What follows belongs to an exercise in optimizing a design on an open flow for small area, a short achievable clock period and few clock cycles per item; a production flow would make more cautious choices. Where RTL was checked, it was by simulation tests only, not by an equivalence proof against the original. No functional check of the RTL was part of run 1. Power and IR drop assume default switching activity.

$ cat flow/config.mk
export PLATFORM = sky130hd
export DESIGN_NAME = mosaic_scroll_pixel_remap_core
export DESIGN_NICKNAME = mosaic_scroll_pixel_remap_core
export VERILOG_FILES = /design/flow/design.v
export SDC_FILE = /design/flow/constraint.sdc
export NUM_CORES = 4
export LEC_CHECK = 0
export ABC_AREA = 1
export CAP_MARGIN = 20
export CORE_MARGIN = 2
export CORE_UTILIZATION = 40
export CTS_BUF_LIST = sky130_fd_sc_hd__clkbuf_4 sky130_fd_sc_hd__clkbuf_8
export SETUP_SLACK_MARGIN = 2.0
export SLEW_MARGIN = 20
$ cat flow/constraint.sdc
create_clock -name core_clock -period 5.5 [get_ports {clk}]
set_input_delay 1.1000 -clock core_clock [delete_from_list [all_inputs] [get_ports {clk}]]
set_output_delay 1.1000 -clock core_clock [all_outputs]
set_load 0.01 [all_outputs]
$ cat flow/design.v
package msr_pkg;
    function automatic logic [11:0] div_step(input logic [3:0] r, input logic [7:0] q,
                                             input logic [3:0] dm);
        logic [4:0] t;
        logic [5:0] s;
        t = {r, q[7]};
        s = {1'b0, t} + {2'b01, ~dm};
        div_step = {s[5] ? s[3:0] : t[3:0], q[6:0], s[5]};
    endfunction
    function automatic logic [11:0] mul8x4(input logic [7:0] c, input logic [3:0] n);
        logic [11:0] a0, a1, a2, a3;
        logic [11:0] s1, k1, s2, k2;
        a0 = {4'd0, c & {8{n[0]}}};
        a1 = {3'd0, c & {8{n[1]}}, 1'b0};
        a2 = {2'd0, c & {8{n[2]}}, 2'b0};
        a3 = {1'd0, c & {8{n[3]}}, 3'b0};
        s1 = a0 ^ a1 ^ a2;
        k1 = {((a0 & a1) | (a0 & a2) | (a1 & a2)), 1'b0};
        s2 = s1 ^ k1 ^ a3;
        k2 = {((s1 & k1) | (s1 & a3) | (k1 & a3)), 1'b0};
        mul8x4 = s2 + k2;
    endfunction
endpackage
module mosaic_scroll_pixel_remap_core (
    input  logic                 clk,
    input  logic                 rst_n,
    input  logic                 start,
    output logic                 busy,
    input  logic                 req_type,
    input  logic [8:0]           dest_x,
    input  logic [7:0]           dest_y,
    input  logic [4:0]           tile_size,
    input  logic [9:0]           cur_scroll_x,
    input  logic [9:0]           snap_scroll_x,
    input  logic [9:0]           cur_scroll_y,
    input  logic [9:0]           snap_scroll_y,
    input  logic                 track_scroll,
    input  logic [31:0]          pixel_in,
    output logic                 done,
    output logic                 write_enable,
    output logic [8:0]           source_x,
    output logic [7:0]           source_y,
    output logic [31:0]          pixel_out,
    input  logic                 cfg_we,
    input  logic [2:0]           cfg_index,
    input  logic [9:0]           cfg_data
);
    logic [8:0] wm1_reg;
    logic [7:0] hm1_reg;
    logic [8:0] m_reg;
    logic [3:0] num_reg;
    logic [3:0] dm1_reg;
    logic       ext_reg;
    logic       keep_reg;    
    always_ff @(posedge clk or negedge rst_n)
    begin
        if (!rst_n)
        begin
            wm1_reg  <= 9'd255;
            hm1_reg  <= 8'd223;
            m_reg    <= 9'd64;
            num_reg  <= 4'd15;
            dm1_reg  <= 4'd14;
            ext_reg  <= 1'b0;
            keep_reg <= 1'b1;
        end
        else if (cfg_we)
        begin
            case (cfg_index)
                3'd0: wm1_reg <= (cfg_data == 10'd0) ? 9'd0
                               : (cfg_data > 10'd512) ? 9'd511 : 9'(cfg_data - 10'd1);
                3'd1: hm1_reg <= (cfg_data[8:0] == 9'd0) ? 8'd0
                               : (cfg_data[8:0] > 9'd256) ? 8'd255 : 8'(cfg_data[8:0] - 9'd1);
                3'd2: m_reg   <= cfg_data[8:0];
                3'd3:
                begin
                    num_reg  <= cfg_data[3:0];
                    keep_reg <= (dm1_reg == 4'd15) || (cfg_data[3:0] > dm1_reg);
                end
                3'd4:
                begin
                    dm1_reg  <= cfg_data[3:0] - 4'd1;
                    keep_reg <= (cfg_data[3:0] == 4'd0) || (num_reg >= cfg_data[3:0]);
                end
                3'd5: ext_reg <= cfg_data[0];
                default: ;
            endcase
        end
    end
    logic [3:0] nb;
    logic [3:0] db;
    assign nb = {num_reg[3:1] & {3{!keep_reg}}, num_reg[0] | keep_reg};
    assign db = dm1_reg & {4{!keep_reg}};
    assign busy = 1'b0;
    logic [3:0]  sm1_e;
    logic [9:0]  dx_e;
    logic [9:0]  dy_e;
    logic [11:0] p0_e;
    logic [11:0] p1_e;
    logic [11:0] p2_e;
    logic [27:0] side_e;
    logic [9:0]  xm_e;
    logic [10:0] bx_e;
    logic [10:0] by_e;
    logic [8:0]  cu_e;
    always_comb
    begin
        if (tile_size == 5'd0)
            sm1_e = 4'd0;
        else if (tile_size > 5'd16)
            sm1_e = 4'd15;
        else
            sm1_e = 4'(tile_size - 5'd1);
        dx_e = (cur_scroll_x - snap_scroll_x) & {10{track_scroll}};
        dy_e = (cur_scroll_y - snap_scroll_y) & {10{track_scroll}};
        bx_e = {2'b00, dest_x} + {dx_e[9], dx_e};
        by_e = {3'b000, dest_y} + {dy_e[9], dy_e};
        xm_e = {1'b0, dest_x} - {1'b0, m_reg};
        p0_e = msr_pkg::mul8x4(pixel_in[7:0], nb);
        p1_e = msr_pkg::mul8x4(pixel_in[15:8], nb);
        p2_e = msr_pkg::mul8x4(pixel_in[23:16], nb);
        if (req_type)
            side_e = {db, 16'd0, pixel_in[31:24]};
        else
            side_e = {sm1_e, xm_e[9], 1'b0, by_e, bx_e};
        cu_e = xm_e[8:0] ^ {9{xm_e[9]}};
    end
    logic        vld_1;
    logic        typ_1;
    logic [27:0] side_1;
    logic [11:0] p0_1, p1_1, p2_1;
    logic [8:0]  cu_1;
    logic [7:0]  cy_1;
    always_ff @(posedge clk or negedge rst_n)
    begin
        if (!rst_n)
            vld_1 <= 1'b0;
        else
            vld_1 <= start;
    end
    always_ff @(posedge clk)
    begin
        typ_1  <= req_type;
        side_1 <= side_e;
        p0_1   <= p0_e;
        p1_1   <= p1_e;
        p2_1   <= p2_e;
        cu_1   <= cu_e;
        cy_1   <= dest_y;
    end
    logic [3:0]  r0_1, r1_1, r2_1;
    logic [7:0]  q0_1, q1_1, q2_1;
    always_comb
    begin
        if (typ_1)
        begin
            r0_1 = p0_1[11:8];
            q0_1 = p0_1[7:0];
            r1_1 = p1_1[11:8];
            q1_1 = p1_1[7:0];
            r2_1 = p2_1[11:8];
            q2_1 = p2_1[7:0];
        end
        else
        begin
            r0_1 = {3'b000, cu_1[8] & (side_1[27:24] != 4'd0)};
            q0_1 = cu_1[7:0];
            r1_1 = 4'd0;
            q1_1 = 8'd0;
            r2_1 = 4'd0;
            q2_1 = cy_1;
        end
    end
    logic [3:0]  r0_1_0;
    logic [7:0]  q0_1_0;
    assign {r0_1_0, q0_1_0} = msr_pkg::div_step(r0_1, q0_1, side_1[27:24]);
    logic [3:0]  r1_1_0;
    logic [7:0]  q1_1_0;
    assign {r1_1_0, q1_1_0} = msr_pkg::div_step(r1_1, q1_1, side_1[27:24]);
    logic [3:0]  r2_1_0;
    logic [7:0]  q2_1_0;
    assign {r2_1_0, q2_1_0} = msr_pkg::div_step(r2_1, q2_1, side_1[27:24]);
    logic [3:0]  r0_1_1;
    logic [7:0]  q0_1_1;
    assign {r0_1_1, q0_1_1} = msr_pkg::div_step(r0_1_0, q0_1_0, side_1[27:24]);
    logic [3:0]  r1_1_1;
    logic [7:0]  q1_1_1;
    assign {r1_1_1, q1_1_1} = msr_pkg::div_step(r1_1_0, q1_1_0, side_1[27:24]);
    logic [3:0]  r2_1_1;
    logic [7:0]  q2_1_1;
    assign {r2_1_1, q2_1_1} = msr_pkg::div_step(r2_1_0, q2_1_0, side_1[27:24]);
    logic        oob_1;
    logic [27:0] side_1n;
    always_comb
    begin
        oob_1 = !ext_reg && (side_1[10] || side_1[21]
                || (side_1[9:0] > {1'b0, wm1_reg}) || (side_1[20:11] > {2'b00, hm1_reg}));
        side_1n = {side_1[27:23], oob_1 && !typ_1, side_1[21:0]};
    end
    logic        vld_2;
    logic        typ_2;
    logic [27:0] side_2;
    logic [3:0]  r0_2, r1_2, r2_2;
    logic [7:0]  q0_2, q1_2, q2_2;
    always_ff @(posedge clk or negedge rst_n)
    begin
        if (!rst_n)
            vld_2 <= 1'b0;
        else
            vld_2 <= vld_1;
    end
    always_ff @(posedge clk)
    begin
        typ_2 <= typ_1;
        side_2 <= side_1n;
        r0_2 <= r0_1_1;
        q0_2 <= q0_1_1;
        r1_2 <= r1_1_1;
        q1_2 <= q1_1_1;
        r2_2 <= r2_1_1;
        q2_2 <= q2_1_1;
    end
    logic [3:0]  r0_2_0;
    logic [7:0]  q0_2_0;
    assign {r0_2_0, q0_2_0} = msr_pkg::div_step(r0_2, q0_2, side_2[27:24]);
    logic [3:0]  r1_2_0;
    logic [7:0]  q1_2_0;
    assign {r1_2_0, q1_2_0} = msr_pkg::div_step(r1_2, q1_2, side_2[27:24]);
    logic [3:0]  r2_2_0;
    logic [7:0]  q2_2_0;
    assign {r2_2_0, q2_2_0} = msr_pkg::div_step(r2_2, q2_2, side_2[27:24]);
    logic [3:0]  r0_2_1;
    logic [7:0]  q0_2_1;
    assign {r0_2_1, q0_2_1} = msr_pkg::div_step(r0_2_0, q0_2_0, side_2[27:24]);
    logic [3:0]  r1_2_1;
    logic [7:0]  q1_2_1;
    assign {r1_2_1, q1_2_1} = msr_pkg::div_step(r1_2_0, q1_2_0, side_2[27:24]);
    logic [3:0]  r2_2_1;
    logic [7:0]  q2_2_1;
    assign {r2_2_1, q2_2_1} = msr_pkg::div_step(r2_2_0, q2_2_0, side_2[27:24]);
    logic        vld_3;
    logic        typ_3;
    logic [27:0] side_3;
    logic [3:0]  r0_3, r1_3, r2_3;
    logic [7:0]  q0_3, q1_3, q2_3;
    always_ff @(posedge clk or negedge rst_n)
    begin
        if (!rst_n)
            vld_3 <= 1'b0;
        else
            vld_3 <= vld_2;
    end
    always_ff @(posedge clk)
    begin
        typ_3 <= typ_2;
        side_3 <= side_2;
        r0_3 <= r0_2_1;
        q0_3 <= q0_2_1;
        r1_3 <= r1_2_1;
        q1_3 <= q1_2_1;
        r2_3 <= r2_2_1;
        q2_3 <= q2_2_1;
    end
    logic [3:0]  r0_3_0;
    logic [7:0]  q0_3_0;
    assign {r0_3_0, q0_3_0} = msr_pkg::div_step(r0_3, q0_3, side_3[27:24]);
    logic [3:0]  r1_3_0;
    logic [7:0]  q1_3_0;
    assign {r1_3_0, q1_3_0} = msr_pkg::div_step(r1_3, q1_3, side_3[27:24]);
    logic [3:0]  r2_3_0;
    logic [7:0]  q2_3_0;
    assign {r2_3_0, q2_3_0} = msr_pkg::div_step(r2_3, q2_3, side_3[27:24]);
    logic [3:0]  r0_3_1;
    logic [7:0]  q0_3_1;
    assign {r0_3_1, q0_3_1} = msr_pkg::div_step(r0_3_0, q0_3_0, side_3[27:24]);
    logic [3:0]  r1_3_1;
    logic [7:0]  q1_3_1;
    assign {r1_3_1, q1_3_1} = msr_pkg::div_step(r1_3_0, q1_3_0, side_3[27:24]);
    logic [3:0]  r2_3_1;
    logic [7:0]  q2_3_1;
    assign {r2_3_1, q2_3_1} = msr_pkg::div_step(r2_3_0, q2_3_0, side_3[27:24]);
    logic        vld_4;
    logic        typ_4;
    logic [27:0] side_4;
    logic [3:0]  r0_4, r1_4, r2_4;
    logic [7:0]  q0_4, q1_4, q2_4;
    always_ff @(posedge clk or negedge rst_n)
    begin
        if (!rst_n)
            vld_4 <= 1'b0;
        else
            vld_4 <= vld_3;
    end
    always_ff @(posedge clk)
    begin
        typ_4 <= typ_3;
        side_4 <= side_3;
        r0_4 <= r0_3_1;
        q0_4 <= q0_3_1;
        r1_4 <= r1_3_1;
        q1_4 <= q1_3_1;
        r2_4 <= r2_3_1;
        q2_4 <= q2_3_1;
    end
    logic [3:0]  r0_4_0;
    logic [7:0]  q0_4_0;
    assign {r0_4_0, q0_4_0} = msr_pkg::div_step(r0_4, q0_4, side_4[27:24]);
    logic [3:0]  r1_4_0;
    logic [7:0]  q1_4_0;
    assign {r1_4_0, q1_4_0} = msr_pkg::div_step(r1_4, q1_4, side_4[27:24]);
    logic [3:0]  r2_4_0;
    logic [7:0]  q2_4_0;
    assign {r2_4_0, q2_4_0} = msr_pkg::div_step(r2_4, q2_4, side_4[27:24]);
    logic [3:0]  r0_4_1;
    logic [7:0]  q0_4_1;
    assign {r0_4_1, q0_4_1} = msr_pkg::div_step(r0_4_0, q0_4_0, side_4[27:24]);
    logic [3:0]  r1_4_1;
    logic [7:0]  q1_4_1;
    assign {r1_4_1, q1_4_1} = msr_pkg::div_step(r1_4_0, q1_4_0, side_4[27:24]);
    logic [3:0]  r2_4_1;
    logic [7:0]  q2_4_1;
    assign {r2_4_1, q2_4_1} = msr_pkg::div_step(r2_4_0, q2_4_0, side_4[27:24]);
    logic        vld_5;
    logic        typ_5;
    logic [27:0] side_5;
    logic [3:0]  r0_5, r1_5, r2_5;
    logic [7:0]  q0_5, q1_5, q2_5;
    always_ff @(posedge clk or negedge rst_n)
    begin
        if (!rst_n)
            vld_5 <= 1'b0;
        else
            vld_5 <= vld_4;
    end
    always_ff @(posedge clk)
    begin
        typ_5 <= typ_4;
        side_5 <= side_4;
        r0_5 <= r0_4_1;
        q0_5 <= q0_4_1;
        r1_5 <= r1_4_1;
        q1_5 <= q1_4_1;
        r2_5 <= r2_4_1;
        q2_5 <= q2_4_1;
    end
    logic [3:0]  fx_f;
    logic [10:0] ex_f;
    logic [10:0] ey_f;
    logic        negx_f, overx_f, negy_f, overy_f;
    logic [8:0]  sx_f;
    logic [7:0]  sy_f;
    logic        we_f;
    always_comb
    begin
        fx_f  = side_5[23] ? (side_5[27:24] - r0_5) : r0_5;
        ex_f    = side_5[10:0] + {2'b11, ~wm1_reg};
        ey_f    = side_5[21:11] + {3'b111, ~hm1_reg};
        negx_f  = side_5[10] || (side_5[9:4] == 6'd0 && side_5[3:0] < fx_f);
        overx_f = !ex_f[10] && (ex_f[9:4] != 6'd0 || ex_f[3:0] >= fx_f);
        negy_f  = side_5[21] || (side_5[20:15] == 6'd0 && side_5[14:11] < r2_5);
        overy_f = !ey_f[10] && (ey_f[9:4] != 6'd0 || ey_f[3:0] >= r2_5);
        if (overx_f)
            sx_f = wm1_reg;
        else if (negx_f)
            sx_f = 9'd0;
        else
            sx_f = side_5[8:0] - {5'd0, fx_f};
        if (overy_f)
            sy_f = hm1_reg;
        else if (negy_f)
            sy_f = 8'd0;
        else
            sy_f = side_5[18:11] - {4'd0, r2_5};
        we_f = !typ_5 && !side_5[22];
    end
    logic        done_r;
    logic        we_r;
    logic [8:0]  sx_r;
    logic [7:0]  sy_r;
    logic [31:0] px_r;
    always_ff @(posedge clk or negedge rst_n)
    begin
        if (!rst_n)
            done_r <= 1'b0;
        else
            done_r <= vld_5;
    end
    always_ff @(posedge clk)
    begin
        we_r <= we_f;
        sx_r <= sx_f & {9{we_f}};
        sy_r <= sy_f & {8{we_f}};
        px_r <= typ_5 ? {side_5[7:0], q2_5, q1_5, q0_5} : 32'd0;
    end
    assign done         = done_r;
    assign write_enable = we_r;
    assign source_x     = sx_r;
    assign source_y     = sy_r;
    assign pixel_out    = px_r;
endmodule
$ cat flow/flow/run.sh
#!/bin/bash
# The standard layout (the standard.sh, unchanged synthesis and steps),
# except that buffer_ports uses sky130_fd_sc_hd__buf_1 for the port buffers
# instead of the delay cell it picks by default. Every port is still buffered.
set -euo pipefail
export BUFFER_PORTS_ARGS="-buffer_cell sky130_fd_sc_hd__buf_1"
bash standard.sh > standard_flow.log 2>&1
$ cat flow/standard.sh
#!/bin/bash
# synth_recipe.tcl (not shown) runs the flow's synth.tcl, then flattens the netlist and writes it again
# the make line also repeats each setting of config.mk as NAME=value (left out here)
make -C /OpenROAD-flow-scripts/flow DESIGN_CONFIG=/design/flow/config.mk WORK_HOME=/design/flow/orfs CLKGATE_MAP_FILE= SYNTH_SCRIPT=/design/flow/synth_recipe.tcl "${@:-finish}"
==> impl_metrics.json, run 1 <==
{
  "drive_above_1_share_pct": 10.6,
  "die_w_microns": 236,
  "clock.fmax_mhz": 288,
  "combPwrFrac_pct": 41.3,
  "ctsHoldBuffers": 0,
  "start_util_pct": 40.7,
  "grt_max_degree": 43,
  "fin_ws_ns": 2.03,
  "cts_tree": "done",
  "netlist_area_sq_um": 21400,
  "endpoint_kind": "flop",
  "wl_per_cell_microns": 14.3,
  "yosysTopAreaCell": "dfxtp_1",
  "drc_errors": 0,
  "dieArea_sq_um": 55500,
  "post-place-cells": 3350,
  "area_growth_pct": 17.1,
  "ys_ff_latch": 429,
  "avgViaCountPerCell": 4.71,
  "drt-pass1-iter-count": 6,
  "min_path_type": "reg -> reg",
  "hold_depth": 0,
  "place_area_sq_um": 22900,
  "p_total_mw": 13.0,
  "clockBufferDepth": 3,
  "setup_viol": 0,
  "grt_pass1_vias": 16300,
  "cp.arrival_ns": 4.00,
  "die_height_microns": 236,
  "relSlewSlack_pct": 34.4,
  "grt_antenna_before_repair": 7,
  "yosys_warnings": 1,
  "syn-num-nets": 2937,
  "grt-ovfl-total": 0,
  "cp.required_ns": 6.03,
  "numCtsBuffers": 71,
  "synth_edf_count": 0,
  "clockRootBuffer": "clkbuf_8",
  "synth_top_cell_area_share_pct": 36.1,
  "worst-path-max-fanout": 7,
  "maxSlewViolCount": 0,
  "slowest_stage": "dfstp_2",
  "htreeDepth": 3,
  "maxCapViolations": 0,
  "p_leak_nw": 12.7,
  "status": "no timing/DRC/antenna violations",
  "fin_skew_ns": 0.0369,
  "nFillCells": 5153,
  "critPathLaunchType": "flop",
  "p_per_area_nw_per_um2": 520,
  "dp_slack_ns": 1.56,
  "largest_register": "px_r",
  "hold_violations": 0,
  "drt-initial-drc-count": 762,
  "ir_worst_vdd_v": 0.000209,
  "crit_chain": "nand2_2 -> buf_6 -> clkinvlp_4 -> buf_12 -> nand2_1 -> fa_1 -> inv_1 -> fa_1 -> ha_2 -> fa_2 -> nand3_1 -> nand3_2 -> nand2_1 -> a21oi_1 -> nor2_1 -> o21ai_1 -> a21o_1",
  "async_reset_ff_share_pct": 9.79,
  "finalSetupTns_ns": 0,
  "hold-worst-slack_ns": 0.313,
  "io_pins": 165,
  "ant_nets": 0,
  "port_buffers": 163,
  "synth_top_flop_cell": "dfxtp_1",
  "largest_reg_flops": 32,
  "seqCellArea_sq_um": 8830,
  "worst_slew_pin_slew_ns": 0.983,
  "post-route-util_pct": 47.6,
  "fin_nets": 3196,
  "critPathKind": "reg -> reg",
  "ys_seq_area_share_pct": 41.2,
  "cpPeakStageDelay_ns": 0.56,
  "final_common_cell": "nand2_1",
  "clk_latency_ns": 0.63,
  "p_clk_share_pct": 24.4,
  "clk_pin_slew_ns": 0.07,
  "place_congestion": 0.871,
  "stdcell_count": 3521,
  "vias": 16600,
  "switching_share_pct": 37.5,
  "layout_common_cells": "nand2_1 (544), dfxtp_1 (385), inv_1 (380), ha_1 (228), nor2_1 (191)",
  "hpwl_microns": 39700,
  "multi_input_area_sq_um": 11200,
  "routed_wl_microns": 50500,
  "syn-instance-count": 2514,
  "syn_avg_cell_area_sq_um": 8.53,
  "r2r_cells": 17,
  "grt_usage_pct": 18.0,
  "grt_setup_unrepaired": "true",
  "synth.distinct_cells": 52,
  "power.internal_mw": 8.16,
  "ys_top_cells_by_area": "dfxtp_1 (36%), ha_1 (14%), nand2_1 (9.7%)",
  "p_switching_mw": 4.89,
  "fin_crit_sh_pct": 63.0,
  "power_frac_seq_pct": 34.3,
  "period_minus_slack_ns": 3.47,
  "rows": 84,
  "stdcell_area_sq_um": 25100,
  "core_sq_um": 52800,
  "grt_pass1_wl_microns": 80600,
  "cts_sinks": 429
}
-- cell type report --
type | count | area share (%)
antenna | 4 | 0.0399
multi-input combinational | 1667 | 44.7
timing repair inverter | 1 | 0.0299
timing repair buffer | 208 | 4.04
inverter | 395 | 5.99
clock buffer | 103 | 5.17
clock inverter | 26 | 1.44
sequential | 429 | 35.2
tap | 688 | 3.43
-- critical path: cells and delay by family (launching register included) --
kind,cells,cell delay (ns)
simple gates,6,0.53
buf+inv,4,0.45
flops,1,0.56
compound gates,3,0.29
fa+ha+maj,4,1.55
-- cell families (layout without fill, tap and decap cells) --
| kind of cell | Yosys count | in the layout | synth area share (%) |
|---|---|---|---|
| and+or+nand+nor | 922 | 922 | 17.8 |
| muxes | 10 | 10 | 0.525 |
| AOI/OAI and AO/OA | 333 | 333 | 8.63 |
| buffers and inverters | 418 | 733 | 7.36 |
| other | 1 | 5 | 0.0175 |
| DFF | 429 | 429 | 41.2 |
| adders and majority gates | 310 | 310 | 20.7 |
| xor gates and xnor gates | 91 | 91 | 3.84 |
-- per-layer routing --
metal	wire, microns	global-route usage (%)	share of wire, %	vias up
met5	43	0	0.085	-
met4	1520	7.55	3.0	6
met3	2620	3.83	5.2	93
met2	22500	28.7	45	376
met1	23800	23.8	47	7572
li1	-	-	-	8546
-- power by group through the flow --
| stage | sequential (mW) | clock [mW] | combinational (mW) |
|---|---|---|---|
| 2_1_floorplan | 4.42 | 0 | 3.96 |
| 3_3_place_gp | 4.54 | 0 | 4.96 |
| 3_5_place_dp | 4.55 | 0 | 5.16 |
| 4_1_cts | 4.49 | 3.29 | 5.25 |
| 5_1_grt | 4.57 | 3.43 | 6.24 |
| 6_report | 4.48 | 3.18 | 5.39 |
-- synth_stat cells, drive strengths merged, types with 3 or more instances --
library cell and n:
dfxtp 387, dfrtp 18, or3 7, a21boi 10, o31ai 3, inv 392, fa 75, o21ai 121
mux2 10, o311ai 7, a31oi 17, nor2 204, nand3 105, clkinv 3, nand2 564, a21oi 136
nor3 16, xnor2 29, o22ai 15, nand4 13, xor2 62, or2 7, clkbuf 18, buf 5
ha 235, a21o 6, o21a 4, dfstp 24, o21bai 8
-- repair_timing --
item / 4_1_cts / 5_1_grt
cloned: 1 / 1
pin swaps: 1 / 23
setup buffers: 10 / 26
endpoints found under the setup margin: 26 / 30
endpoints found under the hold margin: 0 / 0
gates resized for setup: 10 / 51
-- path summary, 6_finish.rpt --
kind,to,from,slack (ns)
max,p1_1[11],num_reg[1],2.03
min,q2_3[2],q2_2[0],0.31
max reg2reg,p1_1[11],num_reg[1],2.03
min reg2reg,q2_3[2],q2_2[0],0.31
max in group asynchronous,wm1_reg[6],rst_n,4.53
min in group asynchronous,dm1_reg[0],rst_n,0.56
==> run 2, diff against run 1 <==
--- a/flow/design.v
+++ b/flow/design.v
@@ -52,6 +52,11 @@
     logic [3:0] dm1_reg;
     logic       ext_reg;
     logic       keep_reg;    
+    logic [3:0] nb_reg;      
+    logic       keep_n;
+    logic       keep_d;
+    assign keep_n = (dm1_reg == 4'd15) || (cfg_data[3:0] > dm1_reg);
+    assign keep_d = (cfg_data[3:0] == 4'd0) || (num_reg >= cfg_data[3:0]);
     always_ff @(posedge clk or negedge rst_n)
     begin
         if (!rst_n)
@@ -63,6 +68,7 @@
             dm1_reg  <= 4'd14;
             ext_reg  <= 1'b0;
             keep_reg <= 1'b1;
+            nb_reg   <= 4'd1;
         end
         else if (cfg_we)
         begin
@@ -75,12 +81,14 @@
                 3'd3:
                 begin
                     num_reg  <= cfg_data[3:0];
-                    keep_reg <= (dm1_reg == 4'd15) || (cfg_data[3:0] > dm1_reg);
+                    keep_reg <= keep_n;
+                    nb_reg   <= keep_n ? 4'd1 : cfg_data[3:0];
                 end
                 3'd4:
                 begin
                     dm1_reg  <= cfg_data[3:0] - 4'd1;
-                    keep_reg <= (cfg_data[3:0] == 4'd0) || (num_reg >= cfg_data[3:0]);
+                    keep_reg <= keep_d;
+                    nb_reg   <= keep_d ? 4'd1 : num_reg;
                 end
                 3'd5: ext_reg <= cfg_data[0];
                 default: ;
@@ -89,7 +97,7 @@
     end
     logic [3:0] nb;
     logic [3:0] db;
-    assign nb = {num_reg[3:1] & {3{!keep_reg}}, num_reg[0] | keep_reg};
+    assign nb = nb_reg;
     assign db = dm1_reg & {4{!keep_reg}};
     assign busy = 1'b0;
     logic [3:0]  sm1_e;
--- a/flow/config.mk
+++ b/flow/config.mk
@@ -10,5 +10,5 @@
 export CORE_MARGIN = 2
 export CORE_UTILIZATION = 40
 export CTS_BUF_LIST = sky130_fd_sc_hd__clkbuf_4 sky130_fd_sc_hd__clkbuf_8
-export SETUP_SLACK_MARGIN = 2.0
+export SETUP_SLACK_MARGIN = 2.3
 export SLEW_MARGIN = 20
==> run 2 against run 1 <==
Net effect:
- critical path type unchanged
- utilization fell by 0.14 points
- synthesized cell count up 2.8%
- still clean
- largest cell class unchanged
- clock-buffer cell count rose by 4
==> impl_metrics.json, run 2 <==
{
  "status": "no timing/DRC/antenna violations",
  "drt-pass1-iter-count": 5,
  "setup_viol": 0,
  "drc_errors": 0,
  "netlist_area_sq_um": 21800,
  "htreeDepth": 3,
  "grt_pass1_vias": 16800,
  "timing.rr.end": "p1_1[11]",
  "synth_commonest_cells": "nand2_1 (613), inv_1 (425), dfxtp_1 (387)",
  "post-synth-top-count-cell": "nand2_1",
  "ant_nets": 0,
  "synth_top_cell_area_share_pct": 35.6,
  "cts_tree": "done",
  "critPathKind": "reg -> reg",
  "min_path_type": "reg -> reg",
  "p_per_area_nw_per_um2": 545,
  "drt-initial-drc-count": 810,
  "ir_worst_vdd_v": 0.000185,
  "layout_common_cells": "nand2_1 (604), inv_1 (407), dfxtp_1 (382), ha_1 (225), buf_1 (161)",
  "ctsHoldBuffers": 0,
  "die_height_microns": 237,
  "fin_crit_sh_pct": 58.3,
  "maxCapViolations": 0,
  "vias": 16900,
  "yosys_warnings": 1,
  "p_switching_mw": 5.37,
  "syn_avg_cell_area_sq_um": 8.42,
  "rows": 85,
  "grt_setup_unrepaired": "true",
  "clk_latency_ns": 0.63,
  "cp.required_ns": 6.00,
  "r2r_start": "nb_reg[0]",
  "p_clk_share_pct": 21.5,
  "power.internal_mw": 8.54,
  "endpoint_kind": "flop",
  "r2r_cells": 14,
  "place_congestion": 0.885,
  "maxSlewViolCount": 0,
  "period_minus_slack_ns": 3.21,
  "crit_path_start": "nb_reg[0]",
  "clk_pin_slew_ns": 0.06,
  "rrSetupSlack_ns": 2.29,
  "clock.fmax_mhz": 312,
  "io_pins": 165,
  "die_w_microns": 237,
  "avgViaCountPerCell": 4.71,
  "stdcell_count": 3586,
  "final_common_cell": "nand2_1",
  "largest_reg_flops": 32,
  "core_sq_um": 53800,
  "hold-worst-slack_ns": 0.319,
  "grt-ovfl-total": 0,
  "grt_pass1_wl_microns": 82200,
  "relSlewSlack_pct": 34.5,
  "post-place-cells": 3418,
  "fin_skew_ns": 0.0400,
  "synth_top_flop_cell": "dfxtp_1",
  "hpwl_microns": 39900,
  "drive_above_1_share_pct": 11.6,
  "worst-path-max-fanout": 7,
  "p_leak_nw": 13.1,
  "start_util_pct": 40.4,
  "dieArea_sq_um": 56300,
  "grt_max_degree": 47,
  "syn-instance-count": 2584,
  "nFillCells": 5207,
  "yosysTopAreaCell": "dfxtp_1",
  "numCtsBuffers": 70,
  "power_frac_seq_pct": 33.3,
  "ys_top_cells_by_area": "dfxtp_1 (36%), ha_1 (14%), nand2_1 (11%)",
  "clockBufferDepth": 3,
  "wl_per_cell_microns": 14.5,
  "finalSetupTns_ns": 0,
  "ys_ff_latch": 433,
  "synth_edf_count": 0,
  "clockRootBuffer": "clkbuf_8",
  "crit_end": "p1_1[11]",
  "cts_sinks": 433,
  "area_growth_pct": 17.3,
  "fin_nets": 3255,
  "async_reset_ff_share_pct": 10.6,
  "synth.distinct_cells": 55,
  "port_buffers": 163,
  "routed_wl_microns": 51900,
  "cp.arrival_ns": 3.70,
  "worst_slew_pin_slew_ns": 0.981,
  "grt_usage_pct": 18.1,
  "grt_antenna_before_repair": 8,
  "ys_seq_area_share_pct": 41.0,
  "largest_register": "px_r",
  "hold_violations": 0,
  "switching_share_pct": 38.6,
  "syn-num-nets": 3007,
  "combPwrFrac_pct": 45.2,
  "critPathLaunchType": "flop"
}
[run 2: cell types whose count changed after synthesis, moves of 4 or more]
cell and change:
nand4_1 +4, inv_1 +34, nand2_1 +56, nor2_2 -6, clkbuf_1 +7, nand3b_1 +4, nor2_1 -46, o21a_1 +4
nor3_1 +4, o21bai_1 -4
[run 2: timing repair]
item                                    4_1_cts  5_1_grt
endpoints found under the setup margin       40       78
setup buffers                                17       19
gates resized for setup                      23       70
cloned                                        0        2
pin swaps                                    10       39
[run 2: cell families after synthesis]
group	after synthesis	synth area share [%]
fa+ha+maj	310	20.4
other cells	1	0.0172
mux	10	0.517
xor+xnor	84	3.38
compound gates	345	8.87
buf+inv	461	8.03
simple gates	940	17.7
flops	433	41.0
[run 2: critical path, cell delays in order (launching register included)]
cell and delay [ns]:
dfstp_4 0.65, buf_8 0.15, buf_12 0.11, nand2_1 0.04, inv_1 0.07, fa_1 0.41
fa_1 0.61, ha_4 0.23, a21oi_1 0.15, o21ai_2 0.09, nand2_1 0.07, nand2_1 0.06
a21oi_2 0.17, o21ai_1 0.07, a21o_1 0.17
[run 2: power by group through the flow]
| stage | clock [mW] | combinational [mW] | sequential (mW) |
|---|---|---|---|
| 2_1_floorplan | 0 | 4.65 | 4.53 |
| 3_3_place_gp | 0 | 5.68 | 4.70 |
| 3_5_place_dp | 0 | 5.93 | 4.72 |
| 4_1_cts | 3.09 | 6.07 | 4.65 |
| 5_1_grt | 3.22 | 7.27 | 4.72 |
| 6_report | 3.00 | 6.28 | 4.63 |
[run 2: routing by layer]
layer	routed length, microns	vias up	GRT usage (%)	part of all wire, %
met4	1530	4	7.85	2.9
met1	24500	7694	23.8	47
li1	-	8730	-	-
met2	23500	364	29.6	45
met5	23	-	0	0.044
met3	2260	93	2.93	4.4
[run 2: stage by stage]
step	utilization (%)	power, mW	area [sq um]	setup slack (ns)
after floorplan	-	9.18	21900	2.12
after global placement	43.3	10.4	23300	1.76
after detailed placement	43.3	10.6	23300	1.62
after CTS	46.6	13.8	25100	2.29
after global routing	47.4	15.2	25500	2.20
final	47.4	13.9	25500	2.29
[run 2: cell type report]
| class | count | area (sq um) | area share (%) |
|---|---|---|---|
| multi-input cells | 1690 | 11500 | 44.9 |
| flip-flops and latches | 433 | 8950 | 35.1 |
| inverters | 428 | 1650 | 6.44 |
| clock buffers | 107 | 1340 | 5.25 |
| repair buffers | 209 | 1050 | 4.11 |
| well taps | 696 | 871 | 3.41 |
| clock inverters | 18 | 203 | 0.794 |
| diodes | 5 | 12.5 | 0.0490 |
[run 2: worst min path at each step]
stage / startpoint / to / slack, ns / depth (start not counted)
final: side_2[5] / side_3[5] / 0.32 / 0
after CTS: side_4[10] / side_5[10] / 0.32 / 0
after floorplan: q0_2[0] / q0_3[2] / 0.31 / 0
after global placement: side_4[4] / side_5[4] / 0.31 / 0
after global routing: q1_3[3] / q1_4[5] / 0.32 / 0
after detailed placement: q0_4[5] / q0_5[7] / 0.31 / 0
Testbench counts of run 2, summed over its fixed seeds: cycles 13,184, items 12,800.
==> run 3, diff against run 2 <==
--- a/flow/config.mk
+++ b/flow/config.mk
@@ -10,5 +10,5 @@
 export CORE_MARGIN = 2
 export CORE_UTILIZATION = 40
 export CTS_BUF_LIST = sky130_fd_sc_hd__clkbuf_4 sky130_fd_sc_hd__clkbuf_8
-export SETUP_SLACK_MARGIN = 2.3
+export SETUP_SLACK_MARGIN = 2.6
 export SLEW_MARGIN = 20
==> run 3 against run 2 <==
Net effect:
- combinational power grew about 20%
- sequential share of layout area is 2.1 points lower
- die area stayed put
- hold slack better by 0.0017 ns
- synthesized cell count unchanged
- highest routed layer unchanged
==> impl_metrics.json, run 3 <==
{
  "drc_errors": 0,
  "core_sq_um": 53800,
  "largest_register": "px_r",
  "setup_viol": 0,
  "grt_pass1_vias": 17200,
  "min_path_type": "reg -> reg",
  "crit_chain": "buf_12 -> buf_6 -> nand2_4 -> fa_1 -> inv_2 -> fa_1 -> ha_1 -> nand3_2 -> nand2_2 -> nand2_1 -> nand2_1 -> nand2_2 -> a21boi_2 -> o21ai_1 -> nand2_1 -> xor2_1",
  "netlist_area_sq_um": 21800,
  "ys_top_cells_by_area": "dfxtp_1 (36%), ha_1 (14%), nand2_1 (11%)",
  "r2r_cells": 16,
  "drt-pass1-iter-count": 8,
  "dieArea_sq_um": 56300,
  "port_buffers": 163,
  "hpwl_microns": 39900,
  "place_area_sq_um": 23400,
  "grt_setup_unrepaired": "true",
  "cpLargestDelayFamily": "adder cells",
  "place_congestion": 0.930,
  "timing.rr.end": "p1_1[10]",
  "ys_seq_area_share_pct": 41.0,
  "slowest_stage": "dfstp_4",
  "use_met1_pct": 23.6,
  "clock.fmax_mhz": 316,
  "synth_commonest_cells": "nand2_1 (613), inv_1 (425), dfxtp_1 (387)",
  "avgViaCountPerCell": 4.79,
  "layout_common_cells": "nand2_1 (551), inv_1 (383), dfxtp_1 (379), ha_1 (198), buf_1 (159)",
  "drt-initial-drc-count": 872,
  "grt_usage_pct": 19.0,
  "ir_worst_vdd_v": 0.000211,
  "grt_util_met3_pct": 3.70,
  "post-synth-top-count-cell": "nand2_1",
  "synth_top_flop_cell": "dfxtp_1",
  "final_common_cell": "nand2_1",
  "syn_avg_cell_area_sq_um": 8.42,
  "period_minus_slack_ns": 3.16,
  "stdcell_count": 3663,
  "yosys_warnings": 1,
  "p_total_mw": 15.1,
  "fin_nets": 3332,
  "critPathLaunchType": "flop",
  "maxSlewViolCount": 0,
  "grt_antenna_before_repair": 7,
  "fin_skew_ns": 0.0190,
  "stdcell_area_sq_um": 27100,
  "clk_pin_slew_ns": 0.06,
  "clk_latency_ns": 0.63,
  "p_per_area_nw_per_um2": 557,
  "io_pins": 165,
  "htreeDepth": 3,
  "clockRootBuffer": "clkbuf_8",
  "cts_tree": "done",
  "ys_ff_latch": 433,
  "clockBufferDepth": 3,
  "syn-num-nets": 3007,
  "die_height_microns": 237,
  "path_common_cell": "nand2_1",
  "status": "no timing/DRC/antenna violations",
  "endpoint_kind": "flop",
  "busiest_layer": "met2",
  "rows": 85,
  "finalSetupTns_ns": 0,
  "cts_sinks": 433,
  "numCtsBuffers": 73,
  "die_w_microns": 237,
  "p_leak_nw": 13.6,
  "worst-path-max-fanout": 6,
  "worst_slew_pin_slew_ns": 0.979,
  "grt-ovfl-total": 0,
  "maxCapViolations": 0,
  "start_util_pct": 40.4,
  "routed_wl_microns": 54800,
  "critPathKind": "reg -> reg",
  "grt_max_degree": 47,
  "synth_edf_count": 0,
  "async_reset_ff_share_pct": 10.6,
  "path_buf_inv": 3,
  "yosysTopAreaCell": "dfxtp_1",
  "wl_per_cell_microns": 15.0,
  "cp.required_ns": 6.01,
  "post-place-cells": 3416,
  "syn-instance-count": 2584,
  "cpPeakStageDelay_ns": 0.66,
  "cp.arrival_ns": 3.68,
  "synth_top_cell_area_share_pct": 35.6,
  "hp-start": "side_2[17]",
  "area_growth_pct": 24.7,
  "hold_violations": 0,
  "grt_pass1_wl_microns": 85800,
  "fin_crit_sh_pct": 57.5,
  "drive_above_1_share_pct": 19.8,
  "largest_reg_flops": 32,
  "synth.distinct_cells": 55,
  "min_to": "side_3[17]",
  "r2r_start": "nb_reg[0]",
  "relSlewSlack_pct": 34.7,
  "ant_nets": 0,
  "vias": 17600,
  "rrSetupSlack_ns": 2.34,
  "hold_depth": 0,
  "met2_usage_pct": 32.0
}
[run 3: cell counts after synthesis]
Identical to the previous run, type by type.
[run 3: worst max-delay path by stage]
| stage | startpoint | end | slack (ns) | cells past startpoint |
|---|---|---|---|---|
| after floorplan | pixel_in[1] | p0_1[11] | 2.12 | 13 |
| after global placement | pixel_in[9] | p1_1[11] | 1.80 | 14 |
| after detailed placement | pixel_in[17] | p2_1[11] | 1.72 | 14 |
| after CTS | nb_reg[0] | p2_1[11] | 2.37 | 14 |
| after global routing | nb_reg[0] | p1_1[10] | 2.19 | 16 |
| final | nb_reg[0] | p1_1[10] | 2.34 | 16 |
[run 3: per-layer routing]
layer | vias to the layer above | routed length [microns]
met2 | 376 | 26300
met1 | 8171 | 24000
li1 | 8882 | -
met3 | 120 | 2620
met5 | - | 41
met4 | 6 | 1860
[run 3: worst register-to-register path, stage by stage, from the launching register on]
cell and delay, ns:
dfstp_4 0.66, buf_12 0.15, buf_6 0.12, nand2_4 0.04, fa_1 0.50, inv_2 0.05, fa_1 0.48, ha_1 0.33
nand3_2 0.09, nand2_2 0.06, nand2_1 0.05, nand2_1 0.05, nand2_2 0.07, a21boi_2 0.06, o21ai_1 0.13, nand2_1 0.08
xor2_1 0.14
[run 3: through the flow]
step / util (%) / hold WS [ns] / worst slack (ns)
finish: 50.4 / 0.320 / 2.34
global route: 50.4 / 0.325 / 2.19
CTS: 47.9 / 0.319 / 2.37
detailed placement: 43.5 / 0.312 / 1.72
global placement: 43.5 / 0.310 / 1.80
floorplan: - / 0.310 / 2.12
[run 3: cell type report]
type                    instances  area [sq um]
diodes                          4          10.0
clock buffers                 105          1340
clock inverters                24           205
fillers                      5034         26700
inverters                     428          1670
multi-input cells            1693         12400
flip-flops and latches        433          8960
well taps                     696           871
repair buffers                280          1710
[run 3: cell families (layout without fill, tap and decap cells)]
kind of cell               count (synthesis)  in the layout  synth area share (%)
other                                      1              5                0.0172
muxes                                     10             10                 0.517
buffers and inverters                    461            837                  8.03
AOI/OAI and AO/OA                        345            346                  8.87
xor gates and xnor gates                  84             84                  3.38
DFF                                      433            433                  41.0
adders and majority gates                310            310                  20.4
and+or+nand+nor                          940            942                  17.7
[run 3: power by group]
group | switching (mW) | internal, mW | total (mW)
clock network | 1.28 | 1.68 | 2.96
registers | 0.450 | 4.19 | 4.64
logic | 4.22 | 3.29 | 7.51
total | 5.95 | 9.16 | 15.1
[run 3: timing repair]
action                                  in CTS  in global routing
buffers inserted                            57                 51
resized for setup                           87                235
hold buffers                                 0                  0
cloned                                       4                  2
endpoints found under the setup margin      99                 94
pin swaps                                   54                120
==> run 4, diff against run 3 <==
--- a/flow/config.mk
+++ b/flow/config.mk
@@ -8,7 +8,7 @@
 export ABC_AREA = 1
 export CAP_MARGIN = 20
 export CORE_MARGIN = 2
-export CORE_UTILIZATION = 40
+export CORE_UTILIZATION = 60
 export CTS_BUF_LIST = sky130_fd_sc_hd__clkbuf_4 sky130_fd_sc_hd__clkbuf_8
-export SETUP_SLACK_MARGIN = 2.6
+export SETUP_SLACK_MARGIN = 2.3
 export SLEW_MARGIN = 20
==> run 4 against run 3 <==
Net effect:
- still clean on timing, DRC and antenna
- sequential cell count unchanged
- combinational power is 15% lower
- synthesized cell count unchanged
- critical endpoint unchanged
==> impl_metrics.json, run 4 <==
{
  "largest_reg_flops": 32,
  "ir_worst_vdd_v": 0.000249,
  "fin_nets": 3258,
  "drt-initial-drc-count": 816,
  "async_reset_ff_share_pct": 10.6,
  "clk_pin_slew_ns": 0.07,
  "critPathKind": "reg -> reg",
  "grt_pass1_wl_microns": 78600,
  "timing.rr.end": "p1_1[10]",
  "cp.required_ns": 5.97,
  "grt-ovfl-total": 0,
  "syn-num-nets": 3007,
  "dieArea_sq_um": 37800,
  "start_util_pct": 61.0,
  "r2r_start": "nb_reg[0]",
  "slowest_stage": "dfstp_4",
  "ant_nets": 0,
  "synth.distinct_cells": 55,
  "io_pins": 165,
  "setup_viol": 0,
  "grt_antenna_before_repair": 5,
  "p_leak_nw": 13.0,
  "grt_usage_pct": 25.6,
  "post-route-util_pct": 70.6,
  "path_common_cell": "nand2_1",
  "relSlewSlack_pct": 36.1,
  "die_w_microns": 194,
  "vias": 17000,
  "cpPeakStageDelay_ns": 0.66,
  "ctsHoldBuffers": 0,
  "post-synth-top-count-cell": "nand2_1",
  "port_buffers": 163,
  "die_height_microns": 194,
  "drive_above_1_share_pct": 12.2,
  "path_buf_inv": 4,
  "multi_input_area_sq_um": 11500,
  "ys_top_cells_by_area": "dfxtp_1 (36%), ha_1 (14%), nand2_1 (11%)",
  "syn_avg_cell_area_sq_um": 8.42,
  "r2r_cells": 17,
  "syn-instance-count": 2584,
  "nFillCells": 2899,
  "netlist_area_sq_um": 21800,
  "finalSetupTns_ns": 0,
  "clk_latency_ns": 0.60,
  "ys_seq_area_share_pct": 41.0,
  "endpoint_kind": "flop",
  "period_minus_slack_ns": 3.16,
  "worst_slew_pin_slew_ns": 0.958,
  "status": "no timing/DRC/antenna violations",
  "drt-pass1-iter-count": 24,
  "hp-start": "side_3[7]",
  "clockBufferDepth": 3,
  "synth_edf_count": 0,
  "final_common_cell": "nand2_1",
  "grt_pass1_vias": 16400,
  "hold_violations": 0,
  "critPathLaunchType": "flop",
  "cts_sinks": 433,
  "cpLargestDelayFamily": "adder cells",
  "synth_top_flop_cell": "dfxtp_1",
  "numCtsBuffers": 67,
  "worst-path-max-fanout": 7,
  "area_growth_pct": 15.7,
  "largest_register": "px_r",
  "cts_tree": "done",
  "maxCapViolations": 0,
  "synth_top_cell_area_share_pct": 35.6,
  "synth_commonest_cells": "nand2_1 (613), inv_1 (425), dfxtp_1 (387)",
  "crit_path_start": "nb_reg[0]",
  "yosysTopAreaCell": "dfxtp_1",
  "clock.fmax_mhz": 316,
  "hpwl_microns": 36900,
  "rows": 69,
  "htreeDepth": 3,
  "layout_common_cells": "nand2_1 (594), inv_1 (405), dfxtp_1 (383), ha_1 (225), buf_1 (157)",
  "maxSlewViolCount": 0,
  "wl_per_cell_microns": 14.5,
  "rrSetupSlack_ns": 2.34,
  "min_to": "side_4[7]",
  "grt_setup_unrepaired": "true",
  "clockRootBuffer": "clkbuf_8",
  "yosys_warnings": 1,
  "fin_skew_ns": 0.0303,
  "cp.arrival_ns": 3.63,
  "grt_max_degree": 47,
  "p_per_area_nw_per_um2": 547,
  "place_congestion": 0.916,
  "avgViaCountPerCell": 5.08,
  "routed_wl_microns": 48700,
  "drc_errors": 0,
  "core_sq_um": 35700,
  "ys_ff_latch": 433,
  "crit_chain": "buf_8 -> buf_4 -> nand2_1 -> fa_1 -> inv_1 -> fa_1 -> ha_2 -> buf_4 -> nand3_1 -> nand2_1 -> nand2_1 -> nand2_1 -> nand2_2 -> a21boi_2 -> o21ai_1 -> nand2_1 -> xor2_1",
  "seqCellArea_sq_um": 8950,
  "min_path_type": "reg -> reg",
  "fin_crit_sh_pct": 57.5,
  "hold_depth": 0
}
run 4: cell types whose count changed in the layout (fill, tap and decap cells not counted), moves of 15 or more:
cell / before / now
inv_2: 30 / 13
buf_4: 92 / 45
nand2_1: 551 / 594
o21ai_0: 80 / 95
a21oi_1: 106 / 122
ha_4: 28 / 7
nand2_2: 54 / 20
inv_1: 383 / 405
ha_1: 198 / 225
run 4: metrics by stage:
step / instances / total power [mW] / setup slack (ns) / area [sq um] / hold WS (ns)
after global routing: 3348 / 15.0 / 2.21 / 25200 / 0.309
after global placement: 3180 / 10.3 / 1.80 / 23000 / 0.310
after CTS: 3316 / 13.5 / 2.23 / 24600 / 0.307
after detailed placement: 3180 / 10.6 / 1.69 / 23000 / 0.312
after floorplan: 2584 / 9.18 / 2.12 / 21900 / 0.310
final: 3349 / 13.8 / 2.34 / 25200 / 0.315
run 4: report_power, final:
group          total, mW  internal [mW]  leakage [nW]  switching, mW
Combinational       6.39           2.68          8.53           3.71
Sequential          4.62           4.18          3.76          0.443
Clock               2.77           1.59         0.752           1.18
Total               13.8           8.45          13.0           5.33
run 4: worst max path at each step:
stage	slack, ns	depth (start not counted)	to
after detailed placement	1.69	14	p0_1[11]
after global routing	2.21	17	p1_1[10]
final	2.34	17	p1_1[10]
after global placement	1.80	14	p1_1[11]
after CTS	2.23	17	r0_2[2]
after floorplan	2.12	13	p0_1[11]
run 4: cell families after synthesis:
family                   count (synthesis)  synth area share (%)
adder cells (fa/ha/maj)                310                  20.4
AND/OR/NAND/NOR                        940                  17.7
multiplexers                            10                 0.517
other                                    1                0.0172
XOR/XNOR                                84                  3.38
AO/OA/AOI/OAI                          345                  8.87
buffers and inverters                  461                  8.03
flip-flops                             433                  41.0
run 4: timing repair:
item,in CTS,in global routing
endpoints found under the hold margin,0,0
resized for setup,21,89
pin swaps,6,56
setup endpoints to repair,38,78
cloned,0,1
buffers inserted,17,29
run 4: cell type report:
class                   count  share of cell area, %
diodes                      3                 0.0298
clock buffers             105                   5.12
clock inverters            14                  0.561
inverters                 428                   6.51
multi-input cells        1690                   45.6
flip-flops and latches    433                   35.6
well taps                 461                   2.29
repair buffers            215                   4.31
run 4: per-layer routing:
layer / vias to the layer above / global-route usage [%] / routed length, microns
met5: - / 0 / 24
met4: 4 / 9.12 / 1280
met3: 95 / 4.15 / 2290
met2: 403 / 40.7 / 21800
met1: 7798 / 35.4 / 23300
li1: 8715 / - / -
==> run 5, diff against run 4 <==
==> flow/flow/run.sh (replaced) <==
#!/bin/bash
# The standard layout (the standard.sh, unchanged synthesis and steps),
# with two changes to how the layout is made:
#  - buffer_ports buffers every input and output port with
#    sky130_fd_sc_hd__buf_1 instead of the delay cell it picks by default;
#  - clock tree synthesis does not add dummy loads.
set -euo pipefail
export BUFFER_PORTS_ARGS="-buffer_cell sky130_fd_sc_hd__buf_1"
export CTS_ARGS="-sink_clustering_enable -repair_clock_nets -dont_use_dummy_load -buf_list {sky130_fd_sc_hd__clkbuf_4 sky130_fd_sc_hd__clkbuf_8}"
bash standard.sh > standard_flow.log 2>&1
--- a/flow/config.mk
+++ b/flow/config.mk
@@ -8,7 +8,6 @@
 export ABC_AREA = 1
 export CAP_MARGIN = 20
 export CORE_MARGIN = 2
-export CORE_UTILIZATION = 60
-export CTS_BUF_LIST = sky130_fd_sc_hd__clkbuf_4 sky130_fd_sc_hd__clkbuf_8
+export CORE_UTILIZATION = 40
 export SETUP_SLACK_MARGIN = 2.3
 export SLEW_MARGIN = 20
==> run 5 against run 4 <==
Net effect:
- still clean
- hold slack got worse by 0.0072 ns
- clock-buffer cell count shrank 35
- global-route usage is 7.5 points lower
- clock power down about 20%
- combinational power fell by 2%
- non-clock buffer count fell by 1
- die area increased by 49%
- maximum frequency is 0.19% lower
- register-to-register slack is essentially flat
- wire length up 6.6%
- via count fell by 0.64%
- first-iteration DRC count is 5.9% higher
- critical path type is now in -> reg
- critical endpoint is now p2_1[11]
==> impl_metrics.json, run 5 <==
{
  "status": "no timing/DRC/antenna violations",
  "grt-ovfl-total": 0,
  "ys_ff_latch": 433,
  "cp.required_ns": 6.06,
  "endpoint_kind": "flop",
  "numCtsBuffers": 70,
  "relSlewSlack_pct": 33.3,
  "p_per_area_nw_per_um2": 525,
  "grt_pass1_wl_microns": 81900,
  "clockRootBuffer": "clkbuf_8",
  "syn-num-nets": 3007,
  "fin_skew_ns": 0.0567,
  "drt-pass1-iter-count": 5,
  "min_path_type": "reg -> reg",
  "post-route-util_pct": 46.5,
  "ys_top_cells_by_area": "dfxtp_1 (36%), ha_1 (14%), nand2_1 (11%)",
  "fin_nets": 3261,
  "synth_top_family_by_area": "adder cells",
  "wl_per_cell_microns": 14.7,
  "synth_top_flop_cell": "dfxtp_1",
  "clk_pin_slew_ns": 0.05,
  "drc_errors": 0,
  "met2_wirelength_microns": 23600,
  "critPathLaunchType": "input port",
  "yosys_warnings": 1,
  "ys_seq_area_share_pct": 41.0,
  "slowest_stage": "fa_1",
  "cts_tree": "done",
  "drive_above_1_share_pct": 10.4,
  "grt_pass1_vias": 16700,
  "grt_setup_unrepaired": "true",
  "synthAdderAreaFrac_pct": 20.4,
  "ctsHoldBuffers": 0,
  "die_w_microns": 237,
  "path_buf_inv": 3,
  "synth_mux_area_share_pct": 0.517,
  "port_buffers": 163,
  "highest_layer": "met5",
  "synth-xor-area-share_pct": 3.38,
  "layout_common_cells": "nand2_1 (602), inv_1 (405), dfxtp_1 (382), ha_1 (225), buf_1 (161)",
  "r2r_cells": 14,
  "cts_sinks": 433,
  "vias": 16900,
  "cp.arrival_ns": 3.73,
  "syn_avg_cell_area_sq_um": 8.42,
  "hold_depth": 0,
  "avgViaCountPerCell": 4.78,
  "critPathKind": "in -> reg",
  "io_pins": 165,
  "place_congestion": 0.885,
  "drt-initial-drc-count": 864,
  "start_util_pct": 40.4,
  "area_growth_pct": 15.0,
  "maxSlewViolCount": 0,
  "ir_worst_vdd_v": 0.000190,
  "die_height_microns": 237,
  "synth_edf_count": 0,
  "worst-path-max-fanout": 4,
  "met3_length_microns": 2410,
  "cpPeakStageDelay_ns": 0.53,
  "syn-instance-count": 2584,
  "setup_viol": 0,
  "netlist_area_sq_um": 21800,
  "core_sq_um": 53800,
  "synth_commonest_cells": "nand2_1 (613), inv_1 (425), dfxtp_1 (387)",
  "period_minus_slack_ns": 3.17,
  "hpwl_microns": 39900,
  "clockBufferDepth": 3,
  "grt_usage_pct": 18.1,
  "grt_max_degree": 47,
  "clock.fmax_mhz": 316,
  "wl_met1_microns": 24300,
  "largest_reg_flops": 32,
  "crit_chain": "buf_1 -> nand2_4 -> fa_1 -> inv_1 -> fa_1 -> ha_2 -> inv_2 -> fa_2 -> o21ai_2 -> nand2_1 -> nand2_1 -> a21oi_2 -> o21ai_1 -> a21o_1",
  "post-synth-top-count-cell": "nand2_1",
  "rows": 85,
  "synth_compound_area_share_pct": 8.87,
  "critical_path_depth": 14,
  "routed_wl_microns": 51900,
  "clk_latency_ns": 0.62,
  "p_leak_nw": 12.8,
  "finalSetupTns_ns": 0,
  "worst_slew_pin_slew_ns": 1.00,
  "async_reset_ff_share_pct": 10.6,
  "hold_violations": 0,
  "final_common_cell": "nand2_1",
  "yosys.area_share.simple_pct": 17.7,
  "yosysTopAreaCell": "dfxtp_1",
  "htreeDepth": 3,
  "ant_nets": 0,
  "synth.distinct_cells": 55,
  "dieArea_sq_um": 56300,
  "fin_crit_sh_pct": 57.6,
  "synth_top_cell_area_share_pct": 35.6,
  "cpLargestDelayFamily": "adder cells",
  "maxCapViolations": 0,
  "rrSetupSlack_ns": 2.34,
  "largest_register": "px_r",
  "grt_antenna_before_repair": 8
}
==> run 5: cell counts after synthesis <==
Identical to the previous run, type by type.
==> run 5: cell type report <==
class                      instances  area (sq um)
multi-input combinational       1691         11500
tap                              696           871
timing repair buffer             214          1090
clock buffer                      70           963
inverter                         428          1650
antenna                            5          12.5
sequential                       433          8950
fill                            5230         28800
==> run 5: metrics by stage <==
stage	area (sq um)	worst slack [ns]	power (mW)	cells	hold slack [ns]
after CTS	24500	2.29	13.0	3506	0.308
final	25000	2.33	13.1	3537	0.308
after floorplan	21900	2.12	9.18	2584	0.310
after global placement	23300	1.76	10.4	3418	0.310
after detailed placement	23300	1.62	10.6	3418	0.312
after global routing	25000	2.20	14.4	3537	0.318
==> run 5: timing repair <==
| action | CTS | global route |
|---|---|---|
| cloned | 0 | 3 |
| pin swaps | 10 | 48 |
| buffers inserted | 18 | 23 |
| endpoints found under the setup margin | 40 | 67 |
| gates resized for setup | 24 | 82 |
==> run 5: kinds of logic (layout without fill, tap and decap cells) <==
logic type | after synthesis | count (layout)
AOI/OAI and AO/OA | 345 | 345
xor gates and xnor gates | 84 | 84
adders and majority gates | 310 | 310
buffers and inverters | 461 | 712
DFF | 433 | 433
muxes | 10 | 10
other | 1 | 6
and+or+nand+nor | 940 | 941
==> run 5: where the power goes <==
| part | leakage, nW | switching [mW] | internal [mW] |
|---|---|---|---|
| Combinational | 8.53 | 3.69 | 2.61 |
| Sequential | 3.76 | 0.448 | 4.19 |
| Clock | 0.503 | 1.09 | 1.12 |
==> run 5: routing by layer <==
| metal | global-route usage [%] | up-vias |
|---|---|---|
| li1 | - | 8686 |
| met1 | 23.8 | 7726 |
| met2 | 29.6 | 388 |
| met3 | 2.94 | 102 |
| met4 | 7.78 | 4 |
| met5 | 0 | - |
==> run 5: final timing paths <==
kind,from,endpoint
setup / recovery,pixel_in[17],p2_1[11]
hold reg to reg,side_2[5],side_3[5]
min in group asynchronous,rst_n,vld_5
max in group asynchronous,rst_n,nb_reg[2]
setup reg to reg,nb_reg[0],p2_1[11]
hold / removal,side_2[5],side_3[5]
==> run 6, diff against run 5 <==
==> flow/flow/run.sh (replaced) <==
#!/bin/bash
# The standard layout (the standard.sh, unchanged synthesis and steps),
# with two changes to how the layout is made:
#  - buffer_ports buffers every input and output port with
#    sky130_fd_sc_hd__buf_1 instead of the delay cell it picks by default;
#  - clock tree synthesis does not add dummy loads, and clusters up to 18 sinks per leaf buffer.
set -euo pipefail
export BUFFER_PORTS_ARGS="-buffer_cell sky130_fd_sc_hd__buf_1"
export CTS_ARGS="-sink_clustering_enable -repair_clock_nets -dont_use_dummy_load -sink_clustering_size 18 -sink_clustering_max_diameter 60 -buf_list {sky130_fd_sc_hd__clkbuf_8}"
bash standard.sh > standard_flow.log 2>&1
==> run 6 against run 5 <==
Net effect:
- critical endpoint unchanged
- sequential cell count unchanged
- register-to-register slack got worse by 0.08 ns
- utilization shrank 0.95 points
- still clean
- total power is 5.4% lower
- clock skew rose by 0.0033 ns
- die area unchanged
- clock-buffer cell count shrank 35
==> impl_metrics.json, run 6 <==
{
  "hpwl_microns": 39900,
  "cp.arrival_ns": 3.77,
  "ys_top_cells_by_area": "dfxtp_1 (36%), ha_1 (14%), nand2_1 (11%)",
  "vias": 16700,
  "hp-start": "q0_4[0]",
  "r2r_cells": 14,
  "nFillCells": 5256,
  "io_pins": 165,
  "largest_reg_flops": 32,
  "p_per_area_nw_per_um2": 507,
  "hold_violations": 0,
  "setup_viol": 0,
  "die_w_microns": 237,
  "grt_pass1_vias": 16400,
  "cts_tree": "done",
  "largest_register": "px_r",
  "grt_pass1_wl_microns": 81000,
  "synth_edf_count": 0,
  "grt_max_degree": 47,
  "numCtsBuffers": 35,
  "relSlewSlack_pct": 32.4,
  "seqCellArea_sq_um": 8960,
  "ant_nets": 0,
  "multi_input_area_sq_um": 11500,
  "cp.required_ns": 6.04,
  "synth_compound_area_share_pct": 8.87,
  "maxCapViolations": 0,
  "r2r_start": "nb_reg[0]",
  "drt-pass1-iter-count": 5,
  "yosysTopAreaCell": "dfxtp_1",
  "ctsHoldBuffers": 0,
  "wl_per_cell_microns": 14.6,
  "core_sq_um": 53800,
  "critPathLaunchType": "flop",
  "worst_slew_pin_slew_ns": 1.01,
  "drt-initial-drc-count": 949,
  "p_leak_nw": 12.5,
  "synth_commonest_cells": "nand2_1 (613), inv_1 (425), dfxtp_1 (387)",
  "grt-ovfl-total": 0,
  "ys_seq_area_share_pct": 41.0,
  "die_height_microns": 237,
  "maxSlewViolCount": 0,
  "min_to": "q0_5[2]",
  "netlist_area_sq_um": 21800,
  "start_util_pct": 40.4,
  "async_reset_ff_share_pct": 10.6,
  "synthAdderAreaFrac_pct": 20.4,
  "synth_top_family_by_area": "adder cells",
  "synth_top_flop_cell": "dfxtp_1",
  "htreeDepth": 2,
  "period_minus_slack_ns": 3.24,
  "syn-num-nets": 3007,
  "synth-xor-area-share_pct": 3.38,
  "clockBufferDepth": 3,
  "routed_wl_microns": 51100,
  "post-place-cells": 3418,
  "synth_mux_area_share_pct": 0.517,
  "yosys.area_share.simple_pct": 17.7,
  "ys_ff_latch": 433,
  "cts_sinks": 433,
  "worst-path-max-fanout": 6,
  "endpoint_kind": "flop",
  "clock.fmax_mhz": 309,
  "drc_errors": 0,
  "dieArea_sq_um": 56300,
  "fin_nets": 3220,
  "drive_above_1_share_pct": 9.41,
  "avgViaCountPerCell": 4.77,
  "post-synth-top-count-cell": "nand2_1",
  "status": "no timing/DRC/antenna violations",
  "synth.distinct_cells": 55,
  "syn-instance-count": 2584,
  "clk_latency_ns": 0.63,
  "port_buffers": 163,
  "critPathKind": "reg -> reg",
  "ir_worst_vdd_v": 0.000172,
  "grt_usage_pct": 17.9,
  "min_path_type": "reg -> reg",
  "fin_skew_ns": 0.0600,
  "clk_pin_slew_ns": 0.11,
  "finalSetupTns_ns": 0,
  "syn_avg_cell_area_sq_um": 8.42,
  "layout_common_cells": "nand2_1 (601), inv_1 (405), dfxtp_1 (381), ha_1 (224), buf_1 (160)",
  "hold_depth": 0,
  "grt_antenna_before_repair": 7,
  "rrSetupSlack_ns": 2.26,
  "timing.rr.end": "p2_1[11]",
  "fin_crit_sh_pct": 58.9,
  "place_congestion": 0.885,
  "yosys_warnings": 1,
  "grt_setup_unrepaired": "true",
  "area_growth_pct": 12.7,
  "stdcell_count": 3496,
  "rows": 85,
  "clockRootBuffer": "clkbuf_8",
  "synth_top_cell_area_share_pct": 35.6,
  "final_common_cell": "nand2_1"
}
[run 6: worst max-delay path, stage by stage, from the launching register on]
cell and delay, ns:
dfstp_4 0.67, buf_12 0.14, nand2_4 0.05, fa_1 0.54, inv_2 0.04, fa_1 0.53, ha_2 0.20, inv_2 0.04
fa_2 0.35, o21ai_2 0.17, nand2_1 0.06, nand2_1 0.07, a21oi_2 0.06, o21ai_1 0.11, a21o_1 0.12
[run 6: stage by stage]
stage | area [sq um] | total power, mW | utilization, % | setup slack [ns] | hold slack (ns)
5_1_grt | 24500 | 13.7 | 45.6 | 2.13 | 0.311
3_5_place_dp | 23300 | 10.6 | 43.3 | 1.62 | 0.312
3_3_place_gp | 23300 | 10.4 | 43.3 | 1.76 | 0.310
6_report | 24500 | 12.4 | 45.6 | 2.26 | 0.305
4_1_cts | 24000 | 12.3 | 44.6 | 2.26 | 0.305
2_1_floorplan | 21900 | 9.18 | - | 2.12 | 0.310
[run 6: final cells by class]
| cell class | count | share of cell area [%] |
|---|---|---|
| multi-input combinational | 1692 | 47.0 |
| sequential | 433 | 36.5 |
| inverter | 428 | 6.71 |
| timing repair buffer | 207 | 4.24 |
| tap | 696 | 3.55 |
| clock buffer | 35 | 1.96 |
| antenna | 5 | 0.0510 |
[run 6: cell families (layout without fill, tap and decap cells)]
group                    count (synthesis)  in the layout
buffers and inverters                  461            670
AO/OA/AOI/OAI                          345            346
adder cells (fa/ha/maj)                310            310
multiplexers                            10             10
flip-flops                             433            433
other                                    1              6
AND/OR/NAND/NOR                        940            941
XOR/XNOR                                84             84
[run 6: power by group]
group	internal (mW)	switching (mW)	total, mW
clock	0.573	0.950	1.52
sequential	4.18	0.451	4.63
combinational	2.59	3.69	6.28
[run 6: worst max-delay path by stage]
stage	from	endpoint	cells past startpoint
CTS	nb_reg[0]	p1_1[11]	13
global route	nb_reg[0]	p1_1[11]	14
detailed placement	typ_1	r0_2[3]	19
floorplan	pixel_in[1]	p0_1[11]	13
global placement	pixel_in[17]	p2_1[11]	14
finish	nb_reg[0]	p2_1[11]	14
[run 6: repair_timing]
| action | CTS | global route |
|---|---|---|
| gates resized for setup | 23 | 93 |
| setup endpoints to repair | 41 | 73 |
| pin swaps | 7 | 53 |
| cloned | 1 | 3 |
| setup buffers | 15 | 19 |
[run 6: routing by layer]
| metal | global-route usage [%] | part of all wire [%] |
|---|---|---|
| met4 | 6.92 | 3.1 |
| met2 | 29.3 | 45 |
| met1 | 23.9 | 47 |
| met3 | 2.39 | 4.1 |
| met5 | 0 | 0.045 |

## what the ideal ports hide
The results above use ideal ports. As a check the final layouts listed here were re-extracted and re-timed, cells and wires unchanged.
Step 1 assumes that a clkbuf_16 drives the clock port and a buf_2 every other input.
Step 2 also shifts input and output timing later by t, the mid clock arrival at the registers, as if the neighbouring blocks saw the same clock.
Three values: ideal, step 1, step 2; two values: the first two.
| run | shift t [ns] | setup WS [ns] | worst setup path after step 2 |
|---|---|---|---|
| run 1 | 0.663 | 2.033 / 2.033 / 1.664 | input to register |
| run 2 | 0.664 | 2.293 / 2.293 / 1.718 | input to register |
| run 3 | 0.670 | 2.337 / 2.337 / 1.745 | input to register |
| run 4 | 0.624 | 2.337 / 2.337 / 1.780 | input to register |
| run 5 | 0.639 | 2.332 / 2.343 / 1.719 | input to register |
| run 6 | 0.640 | 2.262 / 2.262 / 1.737 | input to register |
After both steps every run listed still meets setup and hold. For run 5, which loses most, drivers alone change the setup slack by +0.011 ns; drivers and shift together by -0.613 ns.
